Source: an optimization exercise on an open RTL-to-GDS flow (aim: small area, a short achievable clock period and few clock cycles). Production flows keep margins and buffers that such runs may drop.
The RTL was checked by simulation tests, not by an equivalence proof against the original design.
Power is estimated from default activity; no workload was simulated.

==> flow/design.v <==
`default_nettype none
package cpu_pkg;
    typedef enum logic [2:0] {
        op_arith   = 3'd0,   
        op_slt_mul = 3'd1,   
        op_load    = 3'd2,
        op_store   = 3'd3,
        op_beq     = 3'd4,
        op_jump    = 3'd5
    } opcode_e;
    typedef struct packed {
        opcode_e    opcode;   
        logic [3:0] rs;       
        logic [3:0] rt;       
        logic [3:0] rd;       
        logic       func;     
    } inst_t;
    typedef logic signed [16-1:0] word_t;
    typedef struct packed {
        logic       is_dmem;   
        logic [7:0] idx;       
        word_t      data;
    } prog_wr_t;
    typedef struct packed {
        word_t       value;     
        logic [7:0]  idx;       
        logic        taken;     
        logic [11:0] next_pc;
        word_t       st_data;   
    } exec_res_t;
    typedef struct packed {
        logic [32-1:0] addr;   
        word_t                      data;
    } mem_wr_t;
    typedef struct packed {
        logic [11:0] pc;
        logic        we;
        logic [3:0]  rd;
        word_t       value;
    } retire_t;
endpackage
`default_nettype wire
`timescale 1ns/1ps
`default_nettype none
module inst_fetch (
    input  logic        clk,
    input  logic        wr_en,
    input  logic [7:0]  wr_idx,
    input  logic [15:0] wr_val,
    input  logic [15:0] lo_hot,      
    input  logic [15:0] hi_hot,      
    output logic [15:0] rd_val
);
    logic [15:0] imem [0:255];
    logic [15:0] grp  [0:15];
    always_ff @(posedge clk) begin
        for (int i = 0; i < 256; i++)
            if (wr_en && wr_idx == 8'(i))
                imem[i] <= wr_val;
    end
    always_comb begin
        for (int g = 0; g < 16; g++) begin
            grp[g] = '0;
            for (int j = 0; j < 16; j++)
                grp[g] = grp[g] | (imem[16*g + j] & {16{lo_hot[j]}});
        end
        rd_val = '0;
        for (int g = 0; g < 16; g++)
            rd_val = rd_val | (grp[g] & {16{hi_hot[g]}});
    end
endmodule
`default_nettype wire
`timescale 1ns/1ps
`default_nettype none
module reg_file (
    input  logic        clk,
    input  logic        rst_n,
    input  logic [15:0] rs_hot,      
    input  logic [15:0] rt_hot,
    output logic [15:0] rs_val,
    output logic [15:0] rt_val,
    input  logic        wr_en,
    input  logic [3:0]  wr_idx,
    input  logic [15:0] wr_val
);
    logic [15:0] regs [0:15];
    always_ff @(posedge clk or negedge rst_n) begin
        if (!rst_n) begin
            for (int i = 0; i < 16; i++)
                regs[i] <= '0;
        end else if (wr_en) begin
            regs[wr_idx] <= wr_val;
        end
    end
    always_comb begin
        rs_val = '0;
        rt_val = '0;
        for (int i = 0; i < 16; i++) begin
            rs_val = rs_val | (regs[i] & {16{rs_hot[i]}});
            rt_val = rt_val | (regs[i] & {16{rt_hot[i]}});
        end
    end
endmodule
`default_nettype wire
`timescale 1ns/1ps
`default_nettype none
module exec_unit (
    input  logic [15:0] ir,
    input  logic [15:0] a,
    input  logic [15:0] b,
    output logic [15:0] alu,       
    output logic [7:0]  idx,       
    output logic [15:0] lo_hot,    
    output logic [15:0] hi_hot,    
    output logic        eq,        
    output logic [5:0][15:0] mrow
);
    logic [15:0] sum, diff;
    logic        lt;
    pfx_add u_add (.x(a), .y(b),  .cin(1'b0), .s(sum));
    pfx_add u_sub (.x(a), .y(~b), .cin(1'b1), .s(diff));
    assign lt   = (a[15] != b[15]) ? a[15] : diff[15];
    assign eq   = (a == b);
    assign idx  = a[7:0] + {{3{ir[4]}}, ir[4:0]};
    always_comb begin
        for (int i = 0; i < 16; i++) begin
            lo_hot[i] = (idx[3:0] == 4'(i));
            hi_hot[i] = (idx[7:4] == 4'(i));
        end
    end
    always_comb begin
        if (ir[13])                               
            alu = {15'd0, lt};
        else
            alu = ir[0] ? diff : sum;
    end
    logic [15:0] pp [0:15];
    logic [15:0] l1 [0:10];
    logic [15:0] l2 [0:7];
    always_comb begin
        for (int j = 0; j < 16; j++)
            pp[j] = (a << j) & {16{b[j]}};
        for (int k = 0; k < 5; k++) begin
            l1[2*k]   = pp[3*k] ^ pp[3*k+1] ^ pp[3*k+2];
            l1[2*k+1] = ((pp[3*k] & pp[3*k+1]) | (pp[3*k] & pp[3*k+2]) | (pp[3*k+1] & pp[3*k+2])) << 1;
        end
        l1[10] = pp[15];
        for (int k = 0; k < 3; k++) begin
            l2[2*k]   = l1[3*k] ^ l1[3*k+1] ^ l1[3*k+2];
            l2[2*k+1] = ((l1[3*k] & l1[3*k+1]) | (l1[3*k] & l1[3*k+2]) | (l1[3*k+1] & l1[3*k+2])) << 1;
        end
        l2[6] = l1[9];
        l2[7] = l1[10];
        for (int k = 0; k < 2; k++) begin
            mrow[2*k]   = l2[3*k] ^ l2[3*k+1] ^ l2[3*k+2];
            mrow[2*k+1] = ((l2[3*k] & l2[3*k+1]) | (l2[3*k] & l2[3*k+2]) | (l2[3*k+1] & l2[3*k+2])) << 1;
        end
        mrow[4] = l2[6];
        mrow[5] = l2[7];
    end
endmodule
module mul_finish (
    input  logic [5:0][15:0] mrow,
    output logic [15:0] prod
);
    logic [15:0] l4 [0:3];
    logic [15:0] l5 [0:2];
    logic [15:0] s6, c6;
    always_comb begin
        for (int k = 0; k < 2; k++) begin
            l4[2*k]   = mrow[3*k] ^ mrow[3*k+1] ^ mrow[3*k+2];
            l4[2*k+1] = ((mrow[3*k] & mrow[3*k+1]) | (mrow[3*k] & mrow[3*k+2]) | (mrow[3*k+1] & mrow[3*k+2])) << 1;
        end
        l5[0] = l4[0] ^ l4[1] ^ l4[2];
        l5[1] = ((l4[0] & l4[1]) | (l4[0] & l4[2]) | (l4[1] & l4[2])) << 1;
        l5[2] = l4[3];
        s6 = l5[0] ^ l5[1] ^ l5[2];
        c6 = ((l5[0] & l5[1]) | (l5[0] & l5[2]) | (l5[1] & l5[2])) << 1;
    end
    assign prod = s6 + c6;
endmodule
`default_nettype wire
module pfx_add (
    input  logic [15:0] x,
    input  logic [15:0] y,
    input  logic        cin,
    output logic [15:0] s
);
    logic [15:0] p;
    logic [16:0] g [0:5];      
    logic [16:0] t [0:5];      
    always_comb begin
        p       = x ^ y;
        g[0][0] = cin;
        t[0][0] = 1'b0;
        for (int i = 1; i <= 16; i++) begin
            g[0][i] = x[i-1] & y[i-1];
            t[0][i] = p[i-1];
        end
        for (int k = 1; k <= 5; k++) begin
            for (int i = 0; i <= 16; i++) begin
                if (i >= (1 << (k-1))) begin
                    g[k][i] = g[k-1][i] | (t[k-1][i] & g[k-1][i - (1 << (k-1))]);
                    t[k][i] = t[k-1][i] & t[k-1][i - (1 << (k-1))];
                end else begin
                    g[k][i] = g[k-1][i];
                    t[k][i] = t[k-1][i];
                end
            end
        end
        s = p ^ g[5][15:0];
    end
endmodule
`timescale 1ns/1ps
`default_nettype none
module data_mem (
    input  logic        clk,
    input  logic        prog_en,
    input  logic [7:0]  prog_idx,
    input  logic [15:0] prog_val,
    input  logic        st_en,
    input  logic [15:0] lo_hot,      
    input  logic [15:0] hi_hot,      
    input  logic [15:0] st_val,
    output logic [15:0] rd_val
);
    logic [15:0] mem [0:255];
    logic [15:0] grp [0:15];
    always_ff @(posedge clk) begin
        for (int i = 0; i < 256; i++) begin
            if (prog_en) begin
                if (prog_idx == 8'(i))
                    mem[i] <= prog_val;
            end else if (st_en && hi_hot[i / 16] && lo_hot[i % 16]) begin
                mem[i] <= st_val;
            end
        end
    end
    always_comb begin
        for (int g = 0; g < 16; g++) begin
            grp[g] = '0;
            for (int j = 0; j < 16; j++)
                grp[g] = grp[g] | (mem[16*g + j] & {16{lo_hot[j]}});
        end
        rd_val = '0;
        for (int g = 0; g < 16; g++)
            rd_val = rd_val | (grp[g] & {16{hi_hot[g]}});
    end
endmodule
`default_nettype wire
`timescale 1ns/1ps
`default_nettype none
module axi_lite_writer #(
    parameter int DEPTH_LG = 1
) (
    input  logic                       clk,
    input  logic                       rst_n,
    input  logic                       push,
    input  logic [7:0]                 push_idx,
    input  logic [15:0]                push_data,
    output logic                       full,
    output logic                       awvalid,
    input  logic                       awready,
    output logic [32-1:0] awaddr,
    output logic                       wvalid,
    input  logic                       wready,
    output logic [15:0]                wdata,
    output logic [1:0]                 wstrb,
    input  logic                       bvalid,
    output logic                       bready
);
    localparam int DEPTH = 1 << DEPTH_LG;
    logic [7:0]        q_idx  [0:DEPTH-1];
    logic [15:0]       q_data [0:DEPTH-1];
    logic [DEPTH_LG:0] wp, awp, wdp;
    logic [7:0]        aw_idx;
    logic              aw_avail, w_avail, aw_hold, w_hold;
    always_ff @(posedge clk) begin
        if (push) begin
            q_idx[wp[DEPTH_LG-1:0]]  <= push_idx;
            q_data[wp[DEPTH_LG-1:0]] <= push_data;
        end
    end
    logic [DEPTH_LG:0] wp_nx;
    assign wp_nx = wp + {{DEPTH_LG{1'b0}}, push};
    always_ff @(posedge clk or negedge rst_n) begin
        if (!rst_n)
            full <= 1'b0;
        else
            full <= ((wp_nx[DEPTH_LG] != awp[DEPTH_LG]) && (wp_nx[DEPTH_LG-1:0] == awp[DEPTH_LG-1:0])) ||
                    ((wp_nx[DEPTH_LG] != wdp[DEPTH_LG]) && (wp_nx[DEPTH_LG-1:0] == wdp[DEPTH_LG-1:0]));
    end
    assign aw_avail = (awp != wp);
    assign w_avail  = (wdp != wp);
    assign aw_hold  = awvalid && !awready;    
    assign w_hold   = wvalid && !wready;
    always_ff @(posedge clk or negedge rst_n) begin
        if (!rst_n) begin
            wp      <= '0;
            awp     <= '0;
            wdp     <= '0;
            awvalid <= 1'b0;
            wvalid  <= 1'b0;
        end else begin
            if (push)
                wp <= wp + 1'b1;
            if (!aw_hold) begin
                awvalid <= aw_avail;
                if (aw_avail)
                    awp <= awp + 1'b1;
            end
            if (!w_hold) begin
                wvalid <= w_avail;
                if (w_avail)
                    wdp <= wdp + 1'b1;
            end
        end
    end
    always_ff @(posedge clk) begin
        if (!aw_hold)
            aw_idx <= q_idx[awp[DEPTH_LG-1:0]];
        if (!w_hold)
            wdata <= q_data[wdp[DEPTH_LG-1:0]];
    end
    assign awaddr = 32'h0000_1000 + {{(32-9){1'b0}}, aw_idx, 1'b0};
    assign wstrb  = 2'b11;
    assign bready = 1'b1;
endmodule
`default_nettype wire
`timescale 1ns/1ps
`default_nettype none
module core_ctrl (
    input  logic        clk,
    input  logic        rst_n,
    input  logic        run,           
    input  logic        prog_we_i,     
    input  logic        prog_we_d,
    input  logic [7:0]  prog_idx,
    input  logic [15:0] prog_data,
    output logic        st_push,
    output logic [7:0]  st_idx,
    output logic [15:0] st_data,
    input  logic        st_full,
    output logic        retire_valid,
    output logic [32:0] retire
);
    logic [11:0] pc, pc_inc, pc_nx;
    logic [15:0] pc_lo, pc_hi;           
    logic [15:0] if_ins;
    logic        if_jump, pc_hold;
    inst_fetch u_imem (
        .clk,
        .wr_en  (prog_we_i),
        .wr_idx (prog_idx),
        .wr_val (prog_data),
        .lo_hot (pc_lo),
        .hi_hot (pc_hi),
        .rd_val (if_ins)
    );
    assign if_jump = (if_ins[15:13] == 3'd5);
    assign pc_inc  = pc + 12'd2;
    logic [15:0] pc_lo_nx, pc_hi_nx;
    always_comb begin
        if (taken) begin
            pc_nx    = br_target;
            pc_lo_nx = 16'd1 << br_target[4:1];
            pc_hi_nx = 16'd1 << br_target[8:5];
        end else if (pc_hold) begin
            pc_nx    = pc;
            pc_lo_nx = pc_lo;
            pc_hi_nx = pc_hi;
        end else if (if_jump) begin
            pc_nx    = if_ins[11:0];
            pc_lo_nx = 16'd1 << if_ins[4:1];
            pc_hi_nx = 16'd1 << if_ins[8:5];
        end else begin
            pc_nx    = pc_inc;
            pc_lo_nx = 16'd1 << pc_inc[4:1];
            pc_hi_nx = 16'd1 << pc_inc[8:5];
        end
    end
    logic        ex_v;
    logic [15:0] ir;
    logic [11:0] ex_pc;
    logic [2:0]  ex_op;
    logic [3:0]  ex_rs, ex_rt;
    logic        fwd_rs_w, fwd_rt_w;
    logic        wb_we;
    logic [3:0]  wb_rd;
    logic [15:0] wb_val;
    logic        uses_rs, uses_rt, fwd_rs, fwd_rt, hazard, stall, taken, ex_store, ex_we;
    logic [3:0]  ex_rd;
    logic [15:0] rs_hot, rt_hot;
    logic [15:0] rf_rs, rf_rt, a, b, alu;
    logic [7:0]  idx;
    logic [15:0] ex_lo, ex_hi;
    logic [5:0][15:0] ex_mrow;
    logic        eq;
    logic [11:0] br_target;
    logic        mem_v, mem_we, mem_load, mem_mul, mem_store;
    logic [3:0]  mem_rd;
    logic [11:0] mem_pc;
    logic [15:0] mem_val, mem_b, res;
    logic [15:0] mem_lo, mem_hi;
    logic [5:0][15:0] mem_mrow;
    assign ex_op    = ir[15:13];
    assign ex_rs    = ir[12:9];
    assign ex_rt    = ir[8:5];
    assign uses_rs  = (ex_op <= 3'd4);
    assign uses_rt  = (ex_op <= 3'd4) && (ex_op != 3'd2);
    assign ex_store = (ex_op == 3'd3);
    assign ex_we    = (ex_op <= 3'd2);
    assign ex_rd    = (ex_op == 3'd2) ? ex_rt : ir[4:1];
    reg_file u_rf (
        .clk, .rst_n,
        .rs_hot (rs_hot),
        .rt_hot (rt_hot),
        .rs_val (rf_rs),
        .rt_val (rf_rt),
        .wr_en  (wb_we),                 
        .wr_idx (wb_rd),
        .wr_val (wb_val)
    );
    logic fwd_rs_if, fwd_rt_if, fwd_rs_w_if, fwd_rt_w_if, fwd_rs_w_ex, fwd_rt_w_ex;
    assign fwd_rs_if   = ex_v && ex_we && (ex_rd == if_ins[12:9]);
    assign fwd_rt_if   = ex_v && ex_we && (ex_rd == if_ins[8:5]);
    assign fwd_rs_w_if = mem_v && mem_we && (mem_rd == if_ins[12:9]);
    assign fwd_rt_w_if = mem_v && mem_we && (mem_rd == if_ins[8:5]);
    assign fwd_rs_w_ex = mem_v && mem_we && (mem_rd == ex_rs);
    assign fwd_rt_w_ex = mem_v && mem_we && (mem_rd == ex_rt);
    always_ff @(posedge clk) begin
        if (!stall) begin
            rs_hot <= 16'd1 << if_ins[12:9];
            rt_hot <= 16'd1 << if_ins[8:5];
        end
        fwd_rs   <= !stall && fwd_rs_if;
        fwd_rt   <= !stall && fwd_rt_if;
        fwd_rs_w <= stall ? fwd_rs_w_ex : fwd_rs_w_if;
        fwd_rt_w <= stall ? fwd_rt_w_ex : fwd_rt_w_if;
    end
    assign a      = fwd_rs ? mem_val : (fwd_rs_w ? wb_val : rf_rs);
    assign b      = fwd_rt ? mem_val : (fwd_rt_w ? wb_val : rf_rt);
    assign hazard = ex_v && (mem_load || mem_mul) &&
                    ((uses_rs && fwd_rs) || (uses_rt && fwd_rt));
    assign stall  = hazard || (ex_v && ex_store && st_full);
    assign pc_hold = stall || !run;
    exec_unit u_exec (
        .ir, .a, .b, .alu, .idx,
        .lo_hot (ex_lo), .hi_hot (ex_hi),
        .eq, .mrow (ex_mrow)
    );
    assign taken     = ex_v && (ex_op == 3'd4) && eq && !stall;
    assign br_target = ex_pc + 12'd2 + {{6{ir[4]}}, ir[4:0], 1'b0};
    assign st_push = ex_v && ex_store && !stall;
    assign st_idx  = idx;
    assign st_data = b;
    logic [15:0] dm_rd, prod;
    data_mem u_dmem (
        .clk,
        .prog_en  (prog_we_d),
        .prog_idx (prog_idx),
        .prog_val (prog_data),
        .st_en    (mem_v && mem_store),
        .lo_hot   (mem_lo),
        .hi_hot   (mem_hi),
        .st_val   (mem_b),
        .rd_val   (dm_rd)
    );
    mul_finish u_mul (
        .mrow (mem_mrow),
        .prod
    );
    assign res  = mem_load ? dm_rd : (mem_mul ? prod : mem_val);
    always_ff @(posedge clk or negedge rst_n) begin
        if (!rst_n) begin
            pc           <= '0;
            pc_lo        <= 16'd1;
            pc_hi        <= 16'd1;
            ex_v         <= 1'b0;
            mem_v        <= 1'b0;
            retire_valid <= 1'b0;
            wb_we        <= 1'b0;
        end else begin
            pc    <= pc_nx;
            pc_lo <= pc_lo_nx;
            pc_hi <= pc_hi_nx;
            if (taken)
                ex_v <= 1'b0;                 
            else if (!stall)
                ex_v <= run;
            mem_v        <= ex_v && !stall;
            retire_valid <= mem_v;
            wb_we        <= mem_v && mem_we;
        end
    end
    always_ff @(posedge clk) begin
        if (!stall) begin
            ir    <= if_ins;
            ex_pc <= pc;
        end
        mem_pc    <= ex_pc;
        mem_we    <= ex_we;
        mem_rd    <= ex_rd;
        mem_load  <= (ex_op == 3'd2);
        mem_mul   <= (ex_op == 3'd1) && ir[0];
        mem_store <= ex_store;
        mem_val   <= alu;
        mem_lo    <= ex_lo;
        mem_hi    <= ex_hi;
        mem_mrow  <= ex_mrow;
        mem_b     <= b;
        retire    <= {mem_pc, mem_we, mem_rd, res};
        if (mem_v && mem_we) begin
            wb_rd  <= mem_rd;                
            wb_val <= res;                   
        end
    end
endmodule
`default_nettype wire
`timescale 1ns/1ps
`default_nettype none
module cpu_top (
    input  logic                       clk,
    input  logic                       rst_n,
    input  logic                       run,
    input  logic                       prog_valid,
    input  cpu_pkg::prog_wr_t          prog,
    output logic                       retire_valid,
    output cpu_pkg::retire_t           retire,
    output logic                       awvalid,
    input  logic                       awready,
    output logic [32-1:0] awaddr,
    output logic                       wvalid,
    input  logic                       wready,
    output cpu_pkg::word_t             wdata,
    output logic [1:0]                 wstrb,
    input  logic                       bvalid,
    output logic                       bready
);
    logic        run_q, prog_v_q;
    logic [24:0] prog_q;
    logic        st_push, st_full;
    logic [7:0]  st_idx;
    logic [15:0] st_data;
    always_ff @(posedge clk or negedge rst_n) begin
        if (!rst_n) begin
            run_q    <= 1'b0;
            prog_v_q <= 1'b0;
        end else begin
            run_q    <= run;
            prog_v_q <= prog_valid;
        end
    end
    always_ff @(posedge clk) begin
        prog_q <= prog;
    end
    core_ctrl u_core (
        .clk, .rst_n,
        .run       (run_q),
        .prog_we_i (prog_v_q && !prog_q[24]),
        .prog_we_d (prog_v_q &&  prog_q[24]),
        .prog_idx  (prog_q[23:16]),
        .prog_data (prog_q[15:0]),
        .st_push, .st_idx, .st_data, .st_full,
        .retire_valid,
        .retire
    );
    axi_lite_writer u_axi_wr (
        .clk, .rst_n,
        .push      (st_push),
        .push_idx  (st_idx),
        .push_data (st_data),
        .full      (st_full),
        .awvalid, .awready, .awaddr,
        .wvalid, .wready, .wdata, .wstrb,
        .bvalid, .bready
    );
endmodule
`default_nettype wire
==> flow/run.sh <==
#!/bin/bash
# synth_recipe.tcl (not shown) runs the flow's synth.tcl, then flattens the netlist and writes it again
# the make line also repeats each setting of config.mk as NAME=value (left out here)
make -C /OpenROAD-flow-scripts/flow DESIGN_CONFIG=/design/flow/config.mk WORK_HOME=/design/flow/orfs CLKGATE_MAP_FILE= SYNTH_SCRIPT=/design/flow/synth_recipe.tcl finish
==> flow/config.mk <==
export PLATFORM = sky130hd
export DESIGN_NAME = cpu_top
export DESIGN_NICKNAME = cpu_top
export VERILOG_FILES = /design/flow/design.v
export SDC_FILE = /design/flow/constraint.sdc
export NUM_CORES = 4
export LEC_CHECK = 0
export CAP_MARGIN = 20
export CORE_MARGIN = 2
export CORE_UTILIZATION = 22
export PLACE_DENSITY = 0.35
export SETUP_SLACK_MARGIN = 5
export SLEW_MARGIN = 20
==> flow/constraint.sdc <==
create_clock -name core_clock -period 10.0 [get_ports {clk}]
set_input_delay 2.0000 -clock core_clock [delete_from_list [all_inputs] [get_ports {clk}]]
set_output_delay 2.0000 -clock core_clock [all_outputs]
set_load 0.01 [all_outputs]
==> summary.txt, run 1 <==
Run status
  • Status: no timing/DRC/antenna violations

Floorplanning
  • Row count: 448
  • CORE AREA: 1490000 um^2
  • Die Width: 1220 um
  • IO Count: 119
  • Initial Util: 0.220
  • Die area: 1500000 um^2
  • Die Span Y: 1220 um

GRT
  • Total congestion overflow: 0
  • Global-route wire length before repair: 1890000 um
  • Vias in the first global route: 189650
  • Initial antenna violation count: 108
  • Largest net degree at the start of global routing: 178
  • All-Layer GR Usage: 0.185

CTS
  • Clk pin slew, worst setup/hold paths: 0.06 ns
  • CTS Sinks: 8851
  • Clk root buf: clkbuf_16
  • Hold buffer count at CTS: 0
  • CTS Buf Count: 958
  • CTS tree: built
  • Worst-Skew Late Latency: 1.27 ns
  • H-tree depth: 6
  • Clk buf depth: 5

Critical path
  • WS Path Type: flop to flop
  • Critical-path top delay cell: nand4_1
  • Crit path from: u_core.pc_lo[9]$_DFFE_PN0P_
  • Max FO, Critical Path: 50
  • Required @ worst endpoint: 11.10 ns
  • Origin of the critical flop-to-flop path: u_core.pc_lo[9]$_DFFE_PN0P_
  • Crit path largest cell delay: 0.68 ns
  • Critical-path cell list: buf_12, buf_4, buf_12, a22o_1, a221oi_1, nand4_1, a22oi_1, and4_2, o211ai_1, nor4bb_2, a211oi_2, buf_4, a21boi_2, a32o_1
  • Worst setup SP type: flop
  • CP arrival: 6.23 ns
  • Crit. End Element: flop
  • Flop2flop setup slack: 4.87 ns

Placement
  • Placed wire-length estimate: 842000 um
  • Placed insts: 37740
  • Post-Place Setup Slack: 3.45 ns
  • Routability cong.: 0.796
  • DP Area: 361000 um^2
  • Buffers on Ports: 90

STA
  • Unrepaired setup endpoints after global routing: true
  • Setup-failing EPs final: 0
  • Slew at the pin closest to its max-slew limit: 1.30 ns
  • Fmax: 195 MHz
  • Worst relative slew slack: 0.122
  • Final Hold Viols: 0
  • Setup_tns: 0 ns
  • Final Max Tran Viols: 0
  • Tcrit/Tclk final: 0.513
  • Minimum clock period: 5.13 ns
  • PnR worst setup slack: 4.87 ns
  • Max Clock Skew: 0.125 ns

Synthesis
  • Syn Inst Count: 17901
  • Fraction of registers with async set/reset: 0.0356
  • Post-synthesis area per instance: 18.3 um^2
  • Yosys warns: 21
  • Synth Cell Area: 328000 um^2
  • Synthesis-stage register bit count: 8851
  • Synth area leaders: edfxtp_1, a22o_1, a221oi_1
  • EDFF count, synth: 8344
  • Dominant cell type by area after synthesis: edfxtp_1
  • Top cell type's share of synthesized area: 0.765
  • Most frequent cells after synthesis: edfxtp_1, a22o_1, a221oi_1
  • Distinct cells, synth: 81
  • Top-count cell post-synth: edfxtp_1
  • Post-synthesis sequential area ratio: 0.800
  • Post-synth top flop: edfxtp_1

Drt
  • Metal3 WL: 75600 um
  • DR top layer: met5
  • Routed Antenna Nets: 0
  • DRC Markers: 0
  • Initial detailed-routing violation count: 22575
  • Routed wire length: 1450000 um
  • Wire length per cell: 36.4 um
  • First-pass DRT Iterations: 6
  • Vias post-DR: 194198
  • Via density: 4.89
  • DRT met1 WL: 649000 um
  • DR WL met2: 685000 um

Cells and area
  • Layout Cells excl Fill: 39689
  • Filler cells: 149937
  • Area Overhead vs Synth: 20.5%
  • Share of cells above drive strength 1: 0.192
  • Post-route cell area: 395000 um^2
  • Fin nets: 19266
  • Final core occ: 0.266

Power
  • Worst IR Drop VDD: 0.242 mV
  • P_leak: 0.123 uW
  • Pwr Density: 296 nW/um^2

Worst hold path
  • Worst hold start: u_core.mem_pc[6]$_DFF_P_
  • Hold crit path type: flop to flop

Job
  • Max-cap violations: 0
## final cells by class
cell class                      instances  area (um^2)  share of cell area
Antenna cell                           35         87.6            0.000222
Clock inverter                        525         4880              0.0124
Clock buffer                         1243        25500              0.0647
Tap cell                            19800        24800              0.0627
Sequential cell                      8851       262000               0.665
Multi-Input combinational cell       7660        63400               0.161
Timing Repair Buffer                 1430        13100              0.0331
Inverter                              145          567             0.00144
## registers in the layout (all words and copies together), names as in the netlist, 25 cells and up
register / flops
u_core.mem_mrow: 46
u_core.u_imem.imem: 4096
u_core.retire: 33
u_axi_wr.q_data: 32
u_core.u_rf.regs: 256
prog_q: 25
u_core.u_dmem.mem: 4096
## routing by layer
layer,vias to the layer above,global-route usage
li1,78131,-
met1,107741,0.259
met2,6846,0.306
met3,1468,0.0237
met4,12,0.0422
met5,-,0
## cell families (layout without fill, tap and decap cells)
| logic type | count (synthesis) | count (layout) | share of synthesized area |
|---|---|---|---|
| xor gates and xnor gates | 106 | 106 | 0.00283 |
| other | 2 | 62 | 0.0000229 |
| adders and majority gates | 188 | 188 | 0.00919 |
| and+or+nand+nor | 1748 | 1748 | 0.0272 |
| AOI/OAI and AO/OA | 5236 | 5238 | 0.129 |
| DFF | 8851 | 8851 | 0.800 |
| buffers and inverters | 1417 | 3343 | 0.0192 |
| muxes | 353 | 353 | 0.0120 |
## layout by cell type, fill, tap and decap left out, types with 56 or more instances in the layout
cell type	Yosys	routed
inv_1	142	135
mux2_2	308	292
a22oi_1	1305	1273
o21ai_1	17	74
o22ai_2	0	251
buf_12	0	98
clkinv_2	0	167
fa_1	88	88
nor2_2	0	205
nand4_1	568	568
ha_1	100	93
clkbuf_1	709	246
nor2_1	434	163
edfxtp_1	8344	8344
xnor2_1	78	77
o21ai_0	233	160
dfrtp_1	313	290
clkdlybuf4s50_1	0	89
nand3_1	262	254
clkinv_1	2	223
dfxtp_1	192	155
buf_4	55	1164
a221oi_1	1592	1573
a21oi_1	64	56
nand2_1	279	217
clkbuf_16	0	972
a22o_1	1601	1597
bufinv_16	0	68
nor2_4	0	66
## worst max-delay path: cells and delay by family (launching register included)
kind                   cells  cell delay [ns]
AOI/OAI and AO/OA          7             1.92
and+or+nand+nor            3             1.61
buffers and inverters      4             0.76
DFF                        1             0.49
## power breakdown
| group | leakage [uW] | switching (uW) | internal [uW] |
|---|---|---|---|
| Combinational | 0.0267 | 26500 | 10400 |
| Sequential | 0.0813 | 1380 | 43500 |
| Clock | 0.0149 | 15500 | 19700 |
## timing repair
action | 4_1_cts | 5_1_grt
setup buffers | 112 | 17
cloned | 13 | 4
endpoints found under the setup margin | 125 | 40
gates resized for setup | 233 | 57
pin swaps | 59 | 19
## metrics by stage
stage,total power [uW],hold slack (ns)
finish,117000,0.325
global route,121000,0.335
CTS,118000,0.327
detailed placement,80500,0.314
global placement,80700,0.316
floorplan,61100,0.310
## worst paths after layout
| kind | to | depth (start not counted) |
|---|---|---|
| setup / recovery | u_core.pc_lo[7]$_DFFE_PN0P_ | 14 |
| hold / removal | u_core.retire[27]$_DFF_P_ | 0 |
| setup reg to reg | u_core.pc_lo[7]$_DFFE_PN0P_ | 14 |
| hold reg to reg | u_core.retire[27]$_DFF_P_ | 0 |
| max in group asynchronous | u_core.u_rf.regs[5][15]$_DFFE_PN0P_ | 2 |
| min in group asynchronous | u_core.u_rf.regs[7][12]$_DFFE_PN0P_ | 1 |
Testbench counts, summed over its fixed seeds: cycles 20,369.
==> inputs of run 2 (changes only) <==
--- a/flow/config.mk
+++ b/flow/config.mk
@@ -8,6 +8,8 @@
 export CAP_MARGIN = 20
 export CORE_MARGIN = 2
 export CORE_UTILIZATION = 22
+export CTS_CLUSTER_DIAMETER = 80
+export CTS_CLUSTER_SIZE = 20
 export PLACE_DENSITY = 0.35
 export SETUP_SLACK_MARGIN = 5
 export SLEW_MARGIN = 20
==> summary.txt, run 2 <==
Run status
  • Status: no timing/DRC/antenna violations

Floorplanning
  • Die Width: 1220 um (unchanged)
  • Die area: 1500000 um^2 (unchanged)
  • Initial Util: 0.220 (unchanged)
  • Row count: 448 (unchanged)
  • CORE AREA: 1490000 um^2 (unchanged)
  • Die Span Y: 1220 um (unchanged)
  • IO Count: 119 (unchanged)

Synthesis
  • Post-synthesis sequential area ratio: 0.800 (unchanged)
  • Synth Area in Compound Gates: 0.129 (unchanged)
  • Synth Cell Area: 328000 um^2 (unchanged)
  • Post-synth top flop: edfxtp_1
  • Synth area leaders: edfxtp_1, a22o_1, a221oi_1
  • Dominant cell type by area after synthesis: edfxtp_1
  • Top-count cell post-synth: edfxtp_1
  • Synthesis-stage register bit count: 8851 (unchanged)
  • Combinational family with the most area after synthesis: compound AO/OA/AOI/OAI gates
  • EDFF count, synth: 8344 (unchanged)
  • Yosys warns: 21 (unchanged)
  • Post-synthesis area per instance: 18.3 um^2 (unchanged)
  • Mux cell area share after synthesis: 0.0120 (unchanged)
  • Top cell type's share of synthesized area: 0.765 (unchanged)
  • Distinct cells, synth: 81 (unchanged)
  • Fraction of registers with async set/reset: 0.0356 (unchanged)
  • Area share of fa/ha/maj cells after synthesis: 0.00919 (unchanged)
  • Post-Synth XOR/XNOR Area: 0.00283 (unchanged)
  • Most frequent cells after synthesis: edfxtp_1, a22o_1, a221oi_1
  • Syn Inst Count: 17901 (unchanged)
  • Post-synthesis simple-gate area fraction: 0.0272 (unchanged)

Cells and area
  • Regs by FF count: u_core.u_dmem.mem x4096, u_core.u_imem.imem x4096, u_core.u_rf.regs x256
  • Commonest non-fill, non-tap cells in the layout: edfxtp_1, a22o_1, a221oi_1
  • Area Overhead vs Synth: 16.7%
  • Layout Cells excl Fill: 38826 (-2.2%)
  • Most common cell after layout, fill and taps aside: edfxtp_1
  • Post-route cell area: 382000 um^2 (-3.1%)
  • Final core occ: 0.257 (-0.00836)
  • Fin nets: 18880 (-2.0%)
  • Share of cells above drive strength 1: 0.174 (-0.0181)

Critical path
  • WS Path Type: flop to flop
  • R2r endpoint: u_core.rs_hot[2]$_SDFFCE_PN0N_
  • CP arrival: 6.07 ns (-0.16 ns)
  • Worst R2R Path Depth: 11 (-3)
  • Origin of the critical flop-to-flop path: u_core.pc_lo[7]$_DFFE_PN0P_
  • CP Capture Point: u_core.rs_hot[2]$_SDFFCE_PN0N_
  • Flop2flop setup slack: 4.94 ns (+0.07 ns)
  • Crit path from: u_core.pc_lo[7]$_DFFE_PN0P_
  • Worst setup SP type: flop
  • Required @ worst endpoint: 11.01 ns (-0.09 ns)
  • Max FO, Critical Path: 65 (+30%)
  • Crit. End Element: flop

Placement
  • DP Area: 361000 um^2 (unchanged)
  • Placed wire-length estimate: 842000 um (unchanged)
  • Routability cong.: 0.796 (unchanged)
  • Placed insts: 37740 (unchanged)
  • Buffers on Ports: 90 (unchanged)

Worst hold path
  • Hold crit path type: flop to flop

CTS
  • Clk buf depth: 5 (unchanged)
  • CTS tree: built
  • Worst-Skew Late Latency: 1.21 ns (-0.06 ns)
  • H-tree depth: 6 (unchanged)
  • Clk root buf: clkbuf_16
  • CTS Sinks: 8851 (unchanged)
  • CTS Buf Count: 576 (-40%)
  • Clk pin slew, worst setup/hold paths: 0.09 ns (+0.03 ns)
  • Hold buffer count at CTS: 0 (unchanged)

STA
  • Setup-failing EPs final: 0 (unchanged)
  • Tcrit/Tclk final: 0.506 (-0.00732)
  • Minimum clock period: 5.06 ns (-0.0732 ns)
  • Worst relative slew slack: 0.133 (+0.0109)
  • Unrepaired setup endpoints after global routing: true
  • Fmax: 198 MHz (+1.4%)
  • Setup_tns: 0 ns (unchanged)
  • Max Clock Skew: 0.0994 ns (-0.0257 ns)
  • Slew at the pin closest to its max-slew limit: 1.30 ns (-0.00262 ns)
  • Final Max Tran Viols: 0 (unchanged)
  • Final Hold Viols: 0 (unchanged)

Drt
  • Initial detailed-routing violation count: 23032 (+2.0%)
  • Via density: 4.93 (+0.71%)
  • Vias post-DR: 191330 (-1.5%)
  • DRC Markers: 0 (unchanged)
  • Wire length per cell: 37.0 um (+1.6%)
  • Routed Antenna Nets: 0 (unchanged)
  • First-pass DRT Iterations: 6 (unchanged)
  • Routed wire length: 1440000 um (-0.57%)

Power
  • P_leak: 0.117 uW (-5.0%)
  • Power, Total: 107000 uW (-8.3%)
  • Worst IR Drop VDD: 0.216 mV (-11%)
  • Pwr Density: 280 nW/um^2 (-5.3%)

GRT
  • Vias in the first global route: 185804 (-2.0%)
  • Initial antenna violation count: 107 (-0.93%)
  • Total congestion overflow: 0 (unchanged)
  • All-Layer GR Usage: 0.184 (-0.00109)
  • Global-route wire length before repair: 1880000 um (-0.73%)
  • Largest net degree at the start of global routing: 178 (unchanged)

Job
  • Max-cap violations: 0 (unchanged)
[run 2: cell counts after synthesis]
Identical to the previous run, type by type.
[run 2: critical path, stage by stage (launching register included)]
cell and delay [ns]:
dfrtp_4 0.58, buf_4 0.18, buf_12 0.17, a22o_1 0.36, a221oi_1 0.23, nand3_1 0.12
o21ai_1 0.77, nand4_1 0.39, nor2_1 0.72, nand4_4 0.51, or2_1 0.44, nor2_1 0.12
[run 2: worst min path at each step]
stage               slack (ns)                   endpoint                 startpoint  cells past startpoint
floorplan                 0.31  u_core.retire[21]$_DFF_P_   u_core.mem_pc[0]$_DFF_P_                      0
global placement          0.32  u_core.retire[28]$_DFF_P_   u_core.mem_pc[7]$_DFF_P_                      0
detailed placement        0.31  u_core.retire[27]$_DFF_P_   u_core.mem_pc[6]$_DFF_P_                      0
CTS                       0.32  u_core.retire[31]$_DFF_P_  u_core.mem_pc[10]$_DFF_P_                      0
global route              0.34  u_core.retire[31]$_DFF_P_  u_core.mem_pc[10]$_DFF_P_                      0
finish                    0.33  u_core.retire[27]$_DFF_P_   u_core.mem_pc[6]$_DFF_P_                      0
[run 2: per-layer routing]
layer  global-route usage  up-vias  part of all wire
li1                     -    76770                 -
met1                0.258   106877              0.45
met2                0.306     6514              0.48
met3               0.0217     1163             0.052
met4               0.0393        6             0.024
met5                    0        -          0.000020
[run 2: final cells by class]
type                    instances  area [um^2]
fillers                    150613      1100000
flip-flops and latches       8851       262000
multi-input cells            7660        63400
well taps                   19800        24800
clock buffers                 670        15000
repair buffers               1426        13000
clock inverters               218         2960
inverters                     145          567
diodes                         56          140
[run 2: power breakdown]
part           internal [uW]  switching (uW)
Sequential             43400            1380
Clock                  11900           13700
Combinational          10300           26500
Total                  65600           41600
[run 2: cells by family (layout without fill, tap and decap cells)]
family,count (synthesis),after routing
flops,8851,8851
compound gates,5236,5238
simple gates,1748,1748
buf+inv,1417,2459
mux,353,353
fa+ha+maj,188,188
xor+xnor,106,106
other cells,2,83
[run 2: stage by stage]
stage	hold slack, ns	worst slack [ns]
after CTS	0.319	4.94
after global placement	0.316	3.43
after floorplan	0.310	5.38
after detailed placement	0.314	3.45
after global routing	0.337	4.98
final	0.331	4.94
[run 2: repair_timing]
| item | CTS | global route |
|---|---|---|
| resized for setup | 227 | 70 |
| gates cloned | 13 | 2 |
| buffers inserted | 110 | 17 |
| setup endpoints to repair | 126 | 47 |
| pin swaps | 51 | 33 |
==> inputs of run 3 (changes only) <==
==> flow/flow/run.sh (new file) <==
#!/bin/bash
set -euo pipefail
MARGIN=${MARGIN:-7}
sed -E "s/SETUP_SLACK_MARGIN=[-0-9.]+/SETUP_SLACK_MARGIN=${MARGIN}/" standard.sh > standard_margin.sh
grep -q "SETUP_SLACK_MARGIN=${MARGIN}" standard_margin.sh
bash standard_margin.sh > standard_margin.log 2>&1
==> flow/standard.sh (new file) <==
#!/bin/bash
# synth_recipe.tcl (not shown) runs the flow's synth.tcl, then flattens the netlist and writes it again
# the make line also repeats each setting of config.mk as NAME=value (left out here)
make -C /OpenROAD-flow-scripts/flow DESIGN_CONFIG=/design/flow/config.mk WORK_HOME=/design/flow/orfs CLKGATE_MAP_FILE= SYNTH_SCRIPT=/design/flow/synth_recipe.tcl "${@:-finish}"
--- a/flow/config.mk
+++ b/flow/config.mk
@@ -8,8 +8,7 @@
 export CAP_MARGIN = 20
 export CORE_MARGIN = 2
 export CORE_UTILIZATION = 22
-export CTS_CLUSTER_DIAMETER = 80
-export CTS_CLUSTER_SIZE = 20
 export PLACE_DENSITY = 0.35
 export SETUP_SLACK_MARGIN = 5
 export SLEW_MARGIN = 20
+export TNS_END_PERCENT = 5
removed: flow/run.sh
==> summary.txt, run 3 <==
Cells and area
  • Fin nets: 19970 (+5.8%)
  • Layout Cells excl Fill: 40395 (+4.0%)
  • Filler cells: 148314 (-1.5%)
  • Post-route cell area: 413000 um^2 (+8.0%)
  • Share of cells above drive strength 1: 0.256 (+0.0825)
  • Most common cell after layout, fill and taps aside: edfxtp_1
  • Commonest non-fill, non-tap cells in the layout: edfxtp_1, a22o_1, a221oi_1
  • Area Overhead vs Synth: 26.0%
  • Regs by FF count: u_core.u_dmem.mem x4096, u_core.u_imem.imem x4096, u_core.u_rf.regs x256

Synthesis
  • Combinational family with the most area after synthesis: compound AO/OA/AOI/OAI gates
  • Top-count cell post-synth: edfxtp_1
  • Post-synthesis simple-gate area fraction: 0.0272 (unchanged)
  • Synth Cell Area: 328000 um^2 (unchanged)
  • Synth Area in Compound Gates: 0.129 (unchanged)
  • Dominant cell type by area after synthesis: edfxtp_1
  • Yosys warns: 21 (unchanged)
  • Post-synthesis area per instance: 18.3 um^2 (unchanged)
  • Synthesis-stage register bit count: 8851 (unchanged)
  • Top cell type's share of synthesized area: 0.765 (unchanged)
  • EDFF count, synth: 8344 (unchanged)
  • Syn Inst Count: 17901 (unchanged)
  • Fraction of registers with async set/reset: 0.0356 (unchanged)
  • Area share of fa/ha/maj cells after synthesis: 0.00919 (unchanged)
  • Mux cell area share after synthesis: 0.0120 (unchanged)
  • Most frequent cells after synthesis: edfxtp_1, a22o_1, a221oi_1
  • Post-Synth XOR/XNOR Area: 0.00283 (unchanged)
  • Post-synthesis sequential area ratio: 0.800 (unchanged)
  • Post-synth top flop: edfxtp_1
  • Distinct cells, synth: 81 (unchanged)
  • Synth area leaders: edfxtp_1, a22o_1, a221oi_1

GRT
  • Grt met3 use: 0.0245 (+0.00281)
  • Global-route wire length before repair: 2020000 um (+7.3%)
  • Vias in the first global route: 193301 (+4.0%)
  • All-Layer GR Usage: 0.200 (+0.0155)
  • Initial antenna violation count: 107 (unchanged)
  • Largest net degree at the start of global routing: 168 (-5.6%)
  • Met2 track demand over resource: 0.328 (+0.0228)
  • Grt met1 use: 0.279 (+0.0207)
  • Busiest metal layer after global routing: met2
  • Total congestion overflow: 0 (unchanged)

Power
  • Power, Total: 127000 uW (+18%)
  • P_leak: 0.131 uW (+12%)
  • Worst IR Drop VDD: 0.309 mV (+43%)
  • Pwr Density: 306 nW/um^2 (+9.3%)

Placement
  • Placed wire-length estimate: 839000 um (-0.35%)
  • Post-Place Setup Slack: 3.17 ns (-0.278 ns)
  • Buffers on Ports: 90 (unchanged)
  • Routability cong.: 0.788 (-1.0%)
  • DP Area: 361000 um^2 (about the same)
  • Placed insts: 37678 (-0.16%)

STA
  • Unrepaired setup endpoints after global routing: true
  • Tcrit/Tclk final: 0.465 (-0.0404)
  • Setup_tns: 0 ns (unchanged)
  • Worst relative slew slack: 0.122 (-0.0114)
  • PnR worst setup slack: 5.35 ns (+0.404 ns)
  • Fmax: 215 MHz (+8.7%)
  • Slew at the pin closest to its max-slew limit: 1.30 ns (+0.00329 ns)
  • Final Max Tran Viols: 0 (unchanged)
  • Minimum clock period: 4.65 ns (-0.404 ns)
  • Max Clock Skew: 0.103 ns (+0.00395 ns)
  • Setup-failing EPs final: 0 (unchanged)
  • Final Hold Viols: 0 (unchanged)

Critical path
  • Most used cell along the critical path: nand4_1
  • Critical-path cell list: buf_12, buf_16, a22o_1, a221oi_1, nand4_1, a22oi_2, nand4_1, or3_4, nor3_2, mux2i_2, buf_4, a21oi_4, a32o_1
  • Worst setup SP type: flop
  • Crit. End Element: flop
  • WS Path Type: flop to flop
  • Required @ worst endpoint: 11.17 ns (+0.16 ns)
  • Worst path buffer plus inverter count: 3 (+1)
  • Crit path largest cell delay: 0.67 ns (-0.10 ns)
  • CP arrival: 5.82 ns (-0.25 ns)
  • CP top delay family: simple AND/OR/NAND/NOR gates
  • Max FO, Critical Path: 22 (-66%)
  • Critical-path top delay cell: or3_4

Floorplanning
  • IO Count: 119 (unchanged)
  • Initial Util: 0.220 (unchanged)
  • Die Span Y: 1220 um (unchanged)
  • CORE AREA: 1490000 um^2 (unchanged)
  • Row count: 448 (unchanged)
  • Die Width: 1220 um (unchanged)
  • Die area: 1500000 um^2 (unchanged)

CTS
  • CTS Sinks: 8851 (unchanged)
  • CTS tree: built
  • Clk buf depth: 5 (unchanged)
  • Clk pin slew, worst setup/hold paths: 0.06 ns (-0.03 ns)
  • H-tree depth: 6 (unchanged)
  • Clk root buf: clkbuf_16
  • CTS Buf Count: 943 (+64%)
  • Worst-Skew Late Latency: 1.29 ns (+0.08 ns)

Drt
  • Routed wire length: 1570000 um (+8.9%)
  • Wire length per cell: 38.8 um (+4.7%)
  • DRC Markers: 0 (unchanged)
  • Initial detailed-routing violation count: 25769 (+12%)
  • Vias post-DR: 201469 (+5.3%)
  • Routed Antenna Nets: 0 (unchanged)
  • First-pass DRT Iterations: 6 (unchanged)
  • Via density: 4.99 (+1.2%)

Job
  • Max-cap violations: 0 (unchanged)

Worst hold path
  • Hold crit path type: flop to flop

Run status
  • Status: no timing/DRC/antenna violations
[run 3: cell counts after synthesis]
Identical to the previous run, type by type.
[run 3: area by class of cell]
| class | instances | area, um^2 | share of cell area |
|---|---|---|---|
| sequential | 8851 | 263000 | 0.636 |
| multi-input combinational | 7685 | 68400 | 0.166 |
| timing repair buffer | 2124 | 26400 | 0.0638 |
| clock buffer | 1200 | 25100 | 0.0608 |
| tap | 19800 | 24800 | 0.0600 |
| clock inverter | 545 | 5140 | 0.0125 |
| inverter | 145 | 586 | 0.00142 |
| antenna | 45 | 113 | 0.000273 |
[run 3: cells by family (layout without fill, tap and decap cells)]
logic type,Yosys count,in the layout
flip-flops,8851,8851
AO/OA/AOI/OAI,5236,5239
AND/OR/NAND/NOR,1748,1753
buffers and inverters,1417,4014
multiplexers,353,372
adder cells (fa/ha/maj),188,188
XOR/XNOR,106,106
other,2,72
[run 3: what timing repair did]
item,4_1_cts,5_1_grt
setup buffers,638,113
pin swaps,457,220
cloned,156,15
hold buffers,0,0
hold endpoints to repair,0,0
resized for setup,1883,482
endpoints found under the setup margin,12115,9879
[run 3: power breakdown]
part | switching, uW | internal [uW] | total (uW) | leakage, uW
combinational | 30700 | 15700 | 46400 | 0.0345
sequential | 1520 | 43400 | 45000 | 0.0813
clock | 15700 | 19600 | 35200 | 0.0148
total | 47800 | 78700 | 127000 | 0.131
[run 3: layer usage]
layer	up-vias	routed length (um)
met1	112060	690000
met3	1653	90600
li1	79784	-
met2	7944	739000
met5	-	200
met4	28	46600
[run 3: final timing paths]
check / startpoint / to / slack, ns / depth (start not counted)
hold / removal: u_core.mem_pc[10]$_DFF_P_ / u_core.retire[31]$_DFF_P_ / 0.33 / 0
hold reg to reg: u_core.mem_pc[10]$_DFF_P_ / u_core.retire[31]$_DFF_P_ / 0.33 / 0
min in group asynchronous: rst_n / u_core.u_rf.regs[5][1]$_DFFE_PN0P_ / 0.84 / 1
max in group asynchronous: rst_n / u_core.pc_lo[6]$_DFFE_PN0P_ / 7.44 / 2
setup / recovery: u_core.pc_lo[10]$_DFFE_PN0P_ / u_core.pc_lo[6]$_DFFE_PN0P_ / 5.35 / 13
setup reg to reg: u_core.pc_lo[10]$_DFFE_PN0P_ / u_core.pc_lo[6]$_DFFE_PN0P_ / 5.35 / 13
[run 3: stage by stage]
stage	hold WS, ns	util
2_1_floorplan	0.310	-
3_3_place_gp	0.321	0.243
3_5_place_dp	0.315	0.243
4_1_cts	0.329	0.276
5_1_grt	0.329	0.278
6_report	0.325	0.278
==> inputs of run 4 (changes only) <==
--- a/flow/config.mk
+++ b/flow/config.mk
@@ -8,6 +8,8 @@
 export CAP_MARGIN = 20
 export CORE_MARGIN = 2
 export CORE_UTILIZATION = 22
+export CTS_CLUSTER_DIAMETER = 80
+export CTS_CLUSTER_SIZE = 20
 export PLACE_DENSITY = 0.35
 export SETUP_SLACK_MARGIN = 5
 export SLEW_MARGIN = 20
==> summary.txt, run 4 <==
Power
  • P_leak: 0.125 uW (-4.5%)
  • Worst IR Drop VDD: 0.303 mV (-2.0%)
  • Pwr Density: 292 nW/um^2 (-4.6%)

Cells and area
  • Commonest non-fill, non-tap cells in the layout: edfxtp_1, a22o_1, a221oi_1
  • Area Overhead vs Synth: 22.4%
  • Layout Cells excl Fill: 39580 (-2.0%)
  • Regs by FF count: u_core.u_dmem.mem x4096, u_core.u_imem.imem x4096, u_core.u_rf.regs x256
  • Most common cell after layout, fill and taps aside: edfxtp_1
  • Post-route cell area: 401000 um^2 (-2.9%)
  • Share of cells above drive strength 1: 0.241 (-0.0150)
  • Fin nets: 19641 (-1.6%)

Placement
  • Placed wire-length estimate: 839000 um (unchanged)
  • Routability cong.: 0.788 (unchanged)
  • DP Area: 361000 um^2 (unchanged)
  • Buffers on Ports: 90 (unchanged)
  • Placed insts: 37678 (unchanged)

Floorplanning
  • Die Width: 1220 um (unchanged)
  • Die area: 1500000 um^2 (unchanged)
  • Die Span Y: 1220 um (unchanged)
  • IO Count: 119 (unchanged)
  • CORE AREA: 1490000 um^2 (unchanged)
  • Initial Util: 0.220 (unchanged)
  • Row count: 448 (unchanged)

CTS
  • Clk pin slew, worst setup/hold paths: 0.09 ns (+0.03 ns)
  • Worst-Skew Late Latency: 1.24 ns (-0.05 ns)
  • CTS tree: built
  • CTS Sinks: 8851 (unchanged)
  • Clk root buf: clkbuf_16
  • Hold buffer count at CTS: 0 (unchanged)
  • H-tree depth: 6 (unchanged)
  • Clk buf depth: 5 (unchanged)
  • CTS Buf Count: 573 (-39%)

STA
  • Setup_tns: 0 ns (unchanged)
  • Setup-failing EPs final: 0 (unchanged)
  • Fmax: 213 MHz (-0.71%)
  • Slew at the pin closest to its max-slew limit: 1.32 ns (+0.0162 ns)
  • Minimum clock period: 4.69 ns (+0.0331 ns)
  • Final Max Tran Viols: 0 (unchanged)
  • Final Hold Viols: 0 (unchanged)
  • Worst relative slew slack: 0.115 (-0.00696)
  • Tcrit/Tclk final: 0.469 (+0.00331)
  • Unrepaired setup endpoints after global routing: true
  • Max Clock Skew: 0.100 ns (-0.00322 ns)

GRT
  • All-Layer GR Usage: 0.199 (-0.000784)
  • Total congestion overflow: 0 (unchanged)
  • Largest net degree at the start of global routing: 168 (unchanged)
  • Global-route wire length before repair: 2000000 um (-0.57%)
  • Vias in the first global route: 189744 (-1.8%)
  • Initial antenna violation count: 106 (-0.93%)

Critical path
  • WS Path Type: flop to flop
  • Max FO, Critical Path: 20 (-9.1%)
  • Worst R2R Path Depth: 15 (+2)
  • Required @ worst endpoint: 11.09 ns (-0.08 ns)
  • CP arrival: 5.78 ns (-0.04 ns)
  • Worst setup SP type: flop
  • Crit. End Element: flop

Synthesis
  • Synthesis-stage register bit count: 8851 (unchanged)
  • Post-synthesis sequential area ratio: 0.800 (unchanged)
  • Yosys warns: 21 (unchanged)
  • Post-synthesis area per instance: 18.3 um^2 (unchanged)
  • Most frequent cells after synthesis: edfxtp_1, a22o_1, a221oi_1
  • Synth Cell Area: 328000 um^2 (unchanged)
  • Synth area leaders: edfxtp_1, a22o_1, a221oi_1
  • Distinct cells, synth: 81 (unchanged)
  • Top-count cell post-synth: edfxtp_1
  • Dominant cell type by area after synthesis: edfxtp_1
  • EDFF count, synth: 8344 (unchanged)
  • Syn Inst Count: 17901 (unchanged)
  • Fraction of registers with async set/reset: 0.0356 (unchanged)
  • Top cell type's share of synthesized area: 0.765 (unchanged)
  • Post-synth top flop: edfxtp_1

Drt
  • Routed wire length: 1560000 um (-0.17%)
  • Via density: 5.03 (+0.81%)
  • Wire length per cell: 39.5 um (+1.9%)
  • First-pass DRT Iterations: 6 (unchanged)
  • DRC Markers: 0 (unchanged)
  • Vias post-DR: 199006 (-1.2%)
  • Initial detailed-routing violation count: 25954 (+0.72%)
  • Routed Antenna Nets: 0 (unchanged)

Worst hold path
  • WHS Path Cells: 0 (unchanged)
  • Hold crit path type: flop to flop

Job
  • Max-cap violations: 0 (unchanged)

Run status
  • Status: no timing/DRC/antenna violations
-- run 4: logic make-up after synthesis --
| logic type | share of synthesized area |
|---|---|
| multiplexers | 0.0120 |
| flip-flops | 0.800 |
| AND/OR/NAND/NOR | 0.0272 |
| buffers and inverters | 0.0192 |
| XOR/XNOR | 0.00283 |
| adder cells (fa/ha/maj) | 0.00919 |
| other | 0.0000229 |
| AO/OA/AOI/OAI | 0.129 |
-- run 4: final timing paths --
path / startpoint / endpoint / slack, ns
max: u_core.pc_lo[0]$_DFFE_PN1P_ / u_core.pc_lo[8]$_DFFE_PN0P_ / 5.31
min: u_core.mem_pc[6]$_DFF_P_ / u_core.retire[27]$_DFF_P_ / 0.27
max reg2reg: u_core.pc_lo[0]$_DFFE_PN1P_ / u_core.pc_lo[8]$_DFFE_PN0P_ / 5.31
min reg2reg: u_core.mem_pc[6]$_DFF_P_ / u_core.retire[27]$_DFF_P_ / 0.27
max in group asynchronous: rst_n / u_core.pc_lo[14]$_DFFE_PN0P_ / 7.33
min in group asynchronous: rst_n / u_core.u_rf.regs[6][10]$_DFFE_PN0P_ / 0.88
-- run 4: critical path, stage by stage, from the launching register on --
cell and delay [ns]:
dfstp_4 0.50, buf_12 0.16, buf_12 0.22, buf_8 0.21, a22o_1 0.24, a221oi_2 0.24, nand4_1 0.75, a221oi_2 0.61
nand4_4 0.14, buf_12 0.18, buf_8 0.14, a31oi_1 0.25, a211oi_2 0.08, buf_4 0.18, o21bai_4 0.22, o31ai_2 0.29
-- run 4: through the flow --
step / power [uW] / hold slack, ns / setup WS [ns] / utilization
floorplan: 61100 / 0.310 / 5.99 / -
global placement: 80700 / 0.321 / 2.42 / 0.243
detailed placement: 80700 / 0.315 / 3.17 / 0.243
CTS: 116000 / 0.281 / 5.42 / 0.268
global route: 120000 / 0.289 / 5.26 / 0.270
finish: 117000 / 0.274 / 5.31 / 0.270
-- run 4: routing by layer --
metal	part of all wire	vias to the layer above	wire, um	global-route usage
li1	-	78541	-	-
met1	0.44	111418	694000	0.279
met2	0.47	7692	743000	0.330
met3	0.055	1347	85800	0.0218
met4	0.027	8	41600	0.0442
met5	0.000032	-	50	0
-- run 4: power by group --
| part | internal (uW) | leakage, uW | total (uW) | switching, uW |
|---|---|---|---|---|
| combinational | 16000 | 0.0347 | 46600 | 30700 |
| clock | 11900 | 0.00865 | 25700 | 13800 |
| sequential | 43400 | 0.0813 | 44900 | 1520 |
-- run 4: area by class of cell --
class,instances,area [um^2]
Timing Repair Buffer,2168,26900
Multi-Input combinational cell,7682,68300
Fill cell,149174,1090000
Sequential cell,8851,263000
Clock inverter,205,2650
Inverter,145,596
Clock buffer,693,15200
Tap cell,19800,24800
Antenna cell,36,90.1
-- run 4: repair_timing --
item / in CTS / in global routing
pin swaps: 427 / 232
buffers inserted: 663 / 136
resized for setup: 1862 / 533
endpoints found under the setup margin: 12311 / 10269
cloned: 151 / 15
endpoints found under the hold margin: 0 / 0
==> inputs of run 5 (changes only) <==
--- a/flow/config.mk
+++ b/flow/config.mk
@@ -7,10 +7,10 @@
 export LEC_CHECK = 0
 export CAP_MARGIN = 20
 export CORE_MARGIN = 2
-export CORE_UTILIZATION = 22
+export CORE_UTILIZATION = 30
 export CTS_CLUSTER_DIAMETER = 80
 export CTS_CLUSTER_SIZE = 20
-export PLACE_DENSITY = 0.35
+export PLACE_DENSITY = 0.45
 export SETUP_SLACK_MARGIN = 5
 export SLEW_MARGIN = 20
 export TNS_END_PERCENT = 5
==> summary.txt, run 5 <==
CTS
  • Worst-Skew Late Latency: 1.11 ns (-0.13 ns)
  • H-tree depth: 6 (unchanged)
  • CTS Sinks: 8851 (unchanged)
  • CTS Buf Count: 548 (-4.4%)
  • Clk buf depth: 5 (unchanged)
  • CTS tree: built
  • Hold buffer count at CTS: 0 (unchanged)
  • Clk pin slew, worst setup/hold paths: 0.09 ns (about the same)
  • Clk root buf: clkbuf_16

Synthesis
  • EDFF count, synth: 8344 (unchanged)
  • Yosys warns: 21 (unchanged)
  • Fraction of registers with async set/reset: 0.0356 (unchanged)
  • Synth Cell Area: 328000 um^2 (unchanged)
  • Distinct cells, synth: 81 (unchanged)
  • Most frequent cells after synthesis: edfxtp_1, a22o_1, a221oi_1
  • Top cell type's share of synthesized area: 0.765 (unchanged)
  • Top-count cell post-synth: edfxtp_1
  • Dominant cell type by area after synthesis: edfxtp_1
  • Post-synthesis sequential area ratio: 0.800 (unchanged)
  • Post-synth top flop: edfxtp_1
  • Synth area leaders: edfxtp_1, a22o_1, a221oi_1
  • Syn Inst Count: 17901 (unchanged)
  • Synthesis-stage register bit count: 8851 (unchanged)
  • Post-synthesis area per instance: 18.3 um^2 (unchanged)

Drt
  • First-pass DRT Iterations: 7 (+1)
  • Via density: 5.90 (+17%)
  • DRC Markers: 0 (unchanged)
  • Vias post-DR: 200160 (+0.58%)
  • Wire length per cell: 41.0 um (+3.8%)
  • Routed wire length: 1390000 um (-11%)
  • Routed Antenna Nets: 0 (unchanged)
  • Initial detailed-routing violation count: 29965 (+15%)

GRT
  • Initial antenna violation count: 89 (-16%)
  • Largest net degree at the start of global routing: 195 (+16%)
  • Global-route wire length before repair: 1810000 um (-9.7%)
  • Total congestion overflow: 0 (unchanged)
  • All-Layer GR Usage: 0.240 (+0.0412)
  • Vias in the first global route: 187502 (-1.2%)

Job
  • Max-cap violations: 0 (unchanged)

Critical path
  • Crit. End Element: flop
  • Required @ worst endpoint: 11.02 ns (-0.07 ns)
  • CP arrival: 5.60 ns (-0.18 ns)
  • Max FO, Critical Path: 19 (-5.0%)
  • Origin of the critical flop-to-flop path: u_core.pc_lo[3]$_DFFE_PN0P_
  • Crit path from: u_core.pc_lo[3]$_DFFE_PN0P_
  • Worst setup SP type: flop
  • WS Path Type: flop to flop

Worst hold path
  • Worst hold start: u_core.mem_pc[1]$_DFF_P_
  • Hold crit path type: flop to flop

Cells and area
  • Regs by FF count: u_core.u_dmem.mem x4096, u_core.u_imem.imem x4096, u_core.u_rf.regs x256
  • Fin nets: 19460 (-0.92%)
  • Area Overhead vs Synth: 18.8%
  • Commonest non-fill, non-tap cells in the layout: edfxtp_1, a22o_1, a221oi_1
  • Most common cell after layout, fill and taps aside: edfxtp_1
  • Total area of sequential cells: 263000 um^2 (about the same)
  • Multi-input logic area: 68100 um^2 (-0.40%)
  • Share of cells above drive strength 1: 0.230 (-0.0114)
  • Filler cells: 101342 (-32%)

Floorplanning
  • IO Count: 119 (unchanged)
  • Die Span Y: 1050 um (-14%)
  • Row count: 383 (-15%)
  • Die Width: 1050 um (-14%)
  • CORE AREA: 1090000 um^2 (-27%)
  • Die area: 1100000 um^2 (-27%)
  • Initial Util: 0.301 (+0.0807)

STA
  • Setup_tns: 0 ns (unchanged)
  • Slew at the pin closest to its max-slew limit: 1.30 ns (-0.0245 ns)
  • Worst relative slew slack: 0.136 (+0.0216)
  • Tcrit/Tclk final: 0.458 (-0.0105)
  • Setup-failing EPs final: 0 (unchanged)
  • Unrepaired setup endpoints after global routing: true
  • Fmax: 218 MHz (+2.3%)
  • Minimum clock period: 4.58 ns (-0.105 ns)
  • Final Hold Viols: 0 (unchanged)
  • Max Clock Skew: 0.0779 ns (-0.0222 ns)
  • Hold slack final: 0.315 ns (+0.0408 ns)
  • Final Max Tran Viols: 0 (unchanged)

Power
  • Worst IR Drop VDD: 0.257 mV (-15%)
  • Pwr Density: 288 nW/um^2 (-1.4%)
  • Power, Total: 112000 uW (-4.3%)
  • P_leak: 0.122 uW (-2.0%)

Placement
  • Routability cong.: 0.833 (+5.7%)
  • Placed wire-length estimate: 741000 um (-12%)
  • Buffers on Ports: 90 (unchanged)

Run status
  • Status: no timing/DRC/antenna violations
-- run 5: cell counts after synthesis --
No cell type changed its count.
-- run 5: cell type report --
| type | count | area share |
|---|---|---|
| antenna | 38 | 0.000244 |
| clock buffer | 667 | 0.0375 |
| clock inverter | 84 | 0.00233 |
| inverter | 145 | 0.00154 |
| multi-input combinational | 7667 | 0.175 |
| sequential | 8851 | 0.674 |
| tap | 14437 | 0.0464 |
| timing repair buffer | 2027 | 0.0628 |
-- run 5: what timing repair did --
action                                  in CTS  in global routing
hold endpoints to repair                     0                  0
pin swaps                                  481                276
gates cloned                               127                 14
endpoints found under the setup margin    9321               8734
buffers inserted                           566                133
gates resized for setup                   1893                404
-- run 5: metrics by stage --
stage,cells,utilization,setup slack (ns),cell area (um^2)
after CTS,33729,0.355,5.55,386000
after global routing,33888,0.358,5.35,389000
final,33916,0.358,5.42,389000
after floorplan,17926,-,5.99,328000
after detailed placement,32285,0.325,3.67,354000
after global placement,32281,0.325,3.67,354000
-- run 5: path summary, 6_finish.rpt --
check                                                      end  slack (ns)  cells after the start
max                                u_core.pc_lo[2]$_DFFE_PN0P_        5.42                     15
min                                  u_core.retire[22]$_DFF_P_        0.31                      0
max reg2reg                        u_core.pc_lo[2]$_DFFE_PN0P_        5.42                     15
min reg2reg                          u_core.retire[22]$_DFF_P_        0.31                      0
max in group asynchronous          u_core.pc_lo[2]$_DFFE_PN0P_        7.78                      2
min in group asynchronous  u_core.u_rf.regs[3][12]$_DFFE_PN0P_        0.86                      1
-- run 5: routing by layer --
layer / GRT usage / routed length (um) / up-vias
met5: 0 / 230 / -
met4: 0.0877 / 65300 / 34
met3: 0.0394 / 115000 / 1869
met2: 0.389 / 648000 / 10332
met1: 0.326 / 562000 / 109959
li1: - / - / 77966
-- run 5: cell families (layout without fill, tap and decap cells) --
family | Yosys count | count (layout) | synth area share
multiplexers | 353 | 358 | 0.0120
adder cells (fa/ha/maj) | 188 | 188 | 0.00919
other | 2 | 65 | 0.0000229
flip-flops | 8851 | 8851 | 0.800
AO/OA/AOI/OAI | 5236 | 5236 | 0.129
AND/OR/NAND/NOR | 1748 | 1752 | 0.0272
XOR/XNOR | 106 | 106 | 0.00283
buffers and inverters | 1417 | 2923 | 0.0192
-- run 5: worst max-delay path, stage by stage (launching register included) --
cell,delay (ns)
dfrtp_4,0.66
buf_16,0.23
buf_16,0.17
buf_16,0.19
buf_4,0.28
a221oi_1,0.34
nand4_1,0.51
a22oi_2,0.50
and4_4,0.40
o211ai_1,0.13
nor4bb_2,0.36
a211oi_2,0.06
buf_4,0.17
buf_6,0.12
a21oi_4,0.17
a32o_1,0.19
-- run 5: where the power goes --
group	switching (uW)	leakage (uW)	internal (uW)	total, uW
clock	12800	0.00754	10600	23400
combinational	28900	0.0333	15200	44000
sequential	1340	0.0813	43400	44700
total	43000	0.122	69100	112000
==> inputs of run 6 (changes only) <==
--- a/flow/design.v
+++ b/flow/design.v
@@ -543,16 +543,14 @@
     logic [7:0]  st_idx;
     logic [15:0] st_data;
     always_ff @(posedge clk or negedge rst_n) begin
-        if (!rst_n) begin
-            run_q    <= 1'b0;
-            prog_v_q <= 1'b0;
-        end else begin
-            run_q    <= run;
-            prog_v_q <= prog_valid;
-        end
+        if (!rst_n)
+            run_q <= 1'b0;
+        else
+            run_q <= run;
     end
     always_ff @(posedge clk) begin
-        prog_q <= prog;
+        prog_v_q <= prog_valid;
+        prog_q   <= prog;
     end
     core_ctrl u_core (
         .clk, .rst_n,
==> summary.txt, run 6 <==
STA
  • Tcrit/Tclk final: 0.469 (+0.0108)
  • Unrepaired setup endpoints after global routing: true
  • Worst relative slew slack: 0.0899 (-0.0464)
  • Minimum clock period: 4.69 ns (+0.108 ns)

Job
  • Max-cap violations: 0 (unchanged)

CTS
  • CTS Sinks: 8851 (unchanged)
  • CTS tree: built
  • Clk buf depth: 5 (unchanged)

Synthesis
  • Synth Cell Area: 328000 um^2 (+0.19%)
  • Synth area leaders: edfxtp_1, a22o_1, a221oi_1
  • Syn Inst Count: 17916 (+0.084%)
  • Synthesis-stage register bit count: 8851 (unchanged)
  • Top cell type's share of synthesized area: 0.763 (-0.00141)
  • Dominant cell type by area after synthesis: edfxtp_1

Floorplanning
  • CORE AREA: 1090000 um^2 (+0.35%)
  • Initial Util: 0.301 (-0.000493)
  • IO Count: 119 (unchanged)
  • Die Width: 1050 um (about the same)

Critical path
  • Worst setup SP type: flop
  • Worst R2R Path Depth: 22 (+7)
  • WS Path Type: flop to flop
  • Crit. End Element: flop

Drt
  • DRC Markers: 0 (unchanged)
  • Routed Antenna Nets: 0 (unchanged)
  • Vias post-DR: 200452 (+0.15%)
  • Routed wire length: 1390000 um (-0.14%)

Run status
  • Status: no timing/DRC/antenna violations

Cells and area
  • Share of cells above drive strength 1: 0.231 (+0.000708)
  • Area Overhead vs Synth: 18.8% (about the same)
  • Commonest non-fill, non-tap cells in the layout: edfxtp_1, a22o_1, a22oi_1

Placement
  • Routability cong.: 0.842 (+1.1%)

Power
  • P_leak: 0.123 uW (+0.29%)

Worst hold path
  • WHS Path Cells: 0 (unchanged)

GRT
  • Total congestion overflow: 0 (unchanged)
run 6: changes by cell type in the layout (fill, tap and decap cells not counted), sizes merged, moves of 9 or more:
cell	change
clkbuf	+9
nand3	+54
a22o	-52
o31ai	-13
nand2	-44
buf	+57
clkinv	-11
a221oi	-50
mux2	+11
o21ai	+37
a22oi	+106
run 6: cells by family after synthesis:
kind of cell / synth area share
other cells: 0.0000229
xor+xnor: 0.00272
compound gates: 0.129
flops: 0.799
simple gates: 0.0276
buf+inv: 0.0209
fa+ha+maj: 0.00918
mux: 0.0120
run 6: layout make-up:
cell class,count,area [um^2]
clock buffers,655,14400
diodes,30,75.1
clock inverters,74,872
multi-input cells,7697,68200
repair buffers,2107,25400
well taps,14475,18100
flip-flops and latches,8851,263000
inverters,136,554
fillers,101763,702000
run 6: worst paths after layout:
path                            slack (ns)                       endpoint                        from
worst max-delay path                  5.31  u_core.mem_val[15]$_SDFF_PP0_  u_core.rt_hot[1]$_DFFE_PN_
worst min-delay path                  0.31      u_core.retire[25]$_DFF_P_    u_core.mem_pc[4]$_DFF_P_
worst max register to register        5.31  u_core.mem_val[15]$_SDFF_PP0_  u_core.rt_hot[1]$_DFFE_PN_
worst min register to register        0.31      u_core.retire[25]$_DFF_P_    u_core.mem_pc[4]$_DFF_P_
max in group asynchronous             6.74    u_core.pc_hi[6]$_DFFE_PN0P_                       rst_n
min in group asynchronous             0.89   u_axi_wr.awvalid$_DFFE_PN0N_                       rst_n
run 6: through the flow:
stage	hold WS [ns]	area, um^2
floorplan	0.310	329000
global placement	0.322	354000
detailed placement	0.314	354000
CTS	0.317	385000
global route	0.323	390000
finish	0.310	390000
run 6: worst max-delay path, cell delays in order (launching register included):
cell	delay, ns
edfxtp_1	0.45
buf_12	0.17
buf_4	0.15
a22o_1	0.20
a221oi_1	0.20
nand4_1	0.31
mux2i_1	0.38
o21ai_2	0.17
buf_4	0.28
inv_1	0.09
ha_1	0.28
nor2_1	0.08
a2bb2oi_2	0.16
nand4_1	0.18
nand3_2	0.13
nand2_2	0.07
o31a_1	0.26
o21bai_1	0.17
a21oi_2	0.09
fa_2	0.45
a21oi_2	0.13
nand2_1	0.07
nor3_2	0.11
run 6: timing repair:
item,CTS,global route
setup buffers,551,217
setup endpoints to repair,10935,10520
hold buffers,0,0
pin swaps,339,300
resized for setup,1421,812
cloned,145,13
run 6: metal layers:
layer  vias to the layer above  global-route usage  routed length (um)
met5                         -            0.000299                 343
met2                     10657               0.386              645000
li1                      78133                   -                   -
met3                      2113              0.0443              115000
met4                        28               0.109               77500
met1                    109521               0.318              552000
run 6: power by group:
group / total (uW) / internal, uW / switching (uW)
combinational: 44900 / 16000 / 28900
clock: 23200 / 10500 / 12700
sequential: 44800 / 43400 / 1360
Testbench counts of run 6, summed over its fixed seeds: cycles 20,369.

Check on run 6: ideal ports give 5.309 ns setup slack; a clkbuf_16 on the clock port and buf_2 on the inputs give 5.309 ns; moving port delays by the midpoint clock arrival (1.200 ns) as well gives 5.309 ns.
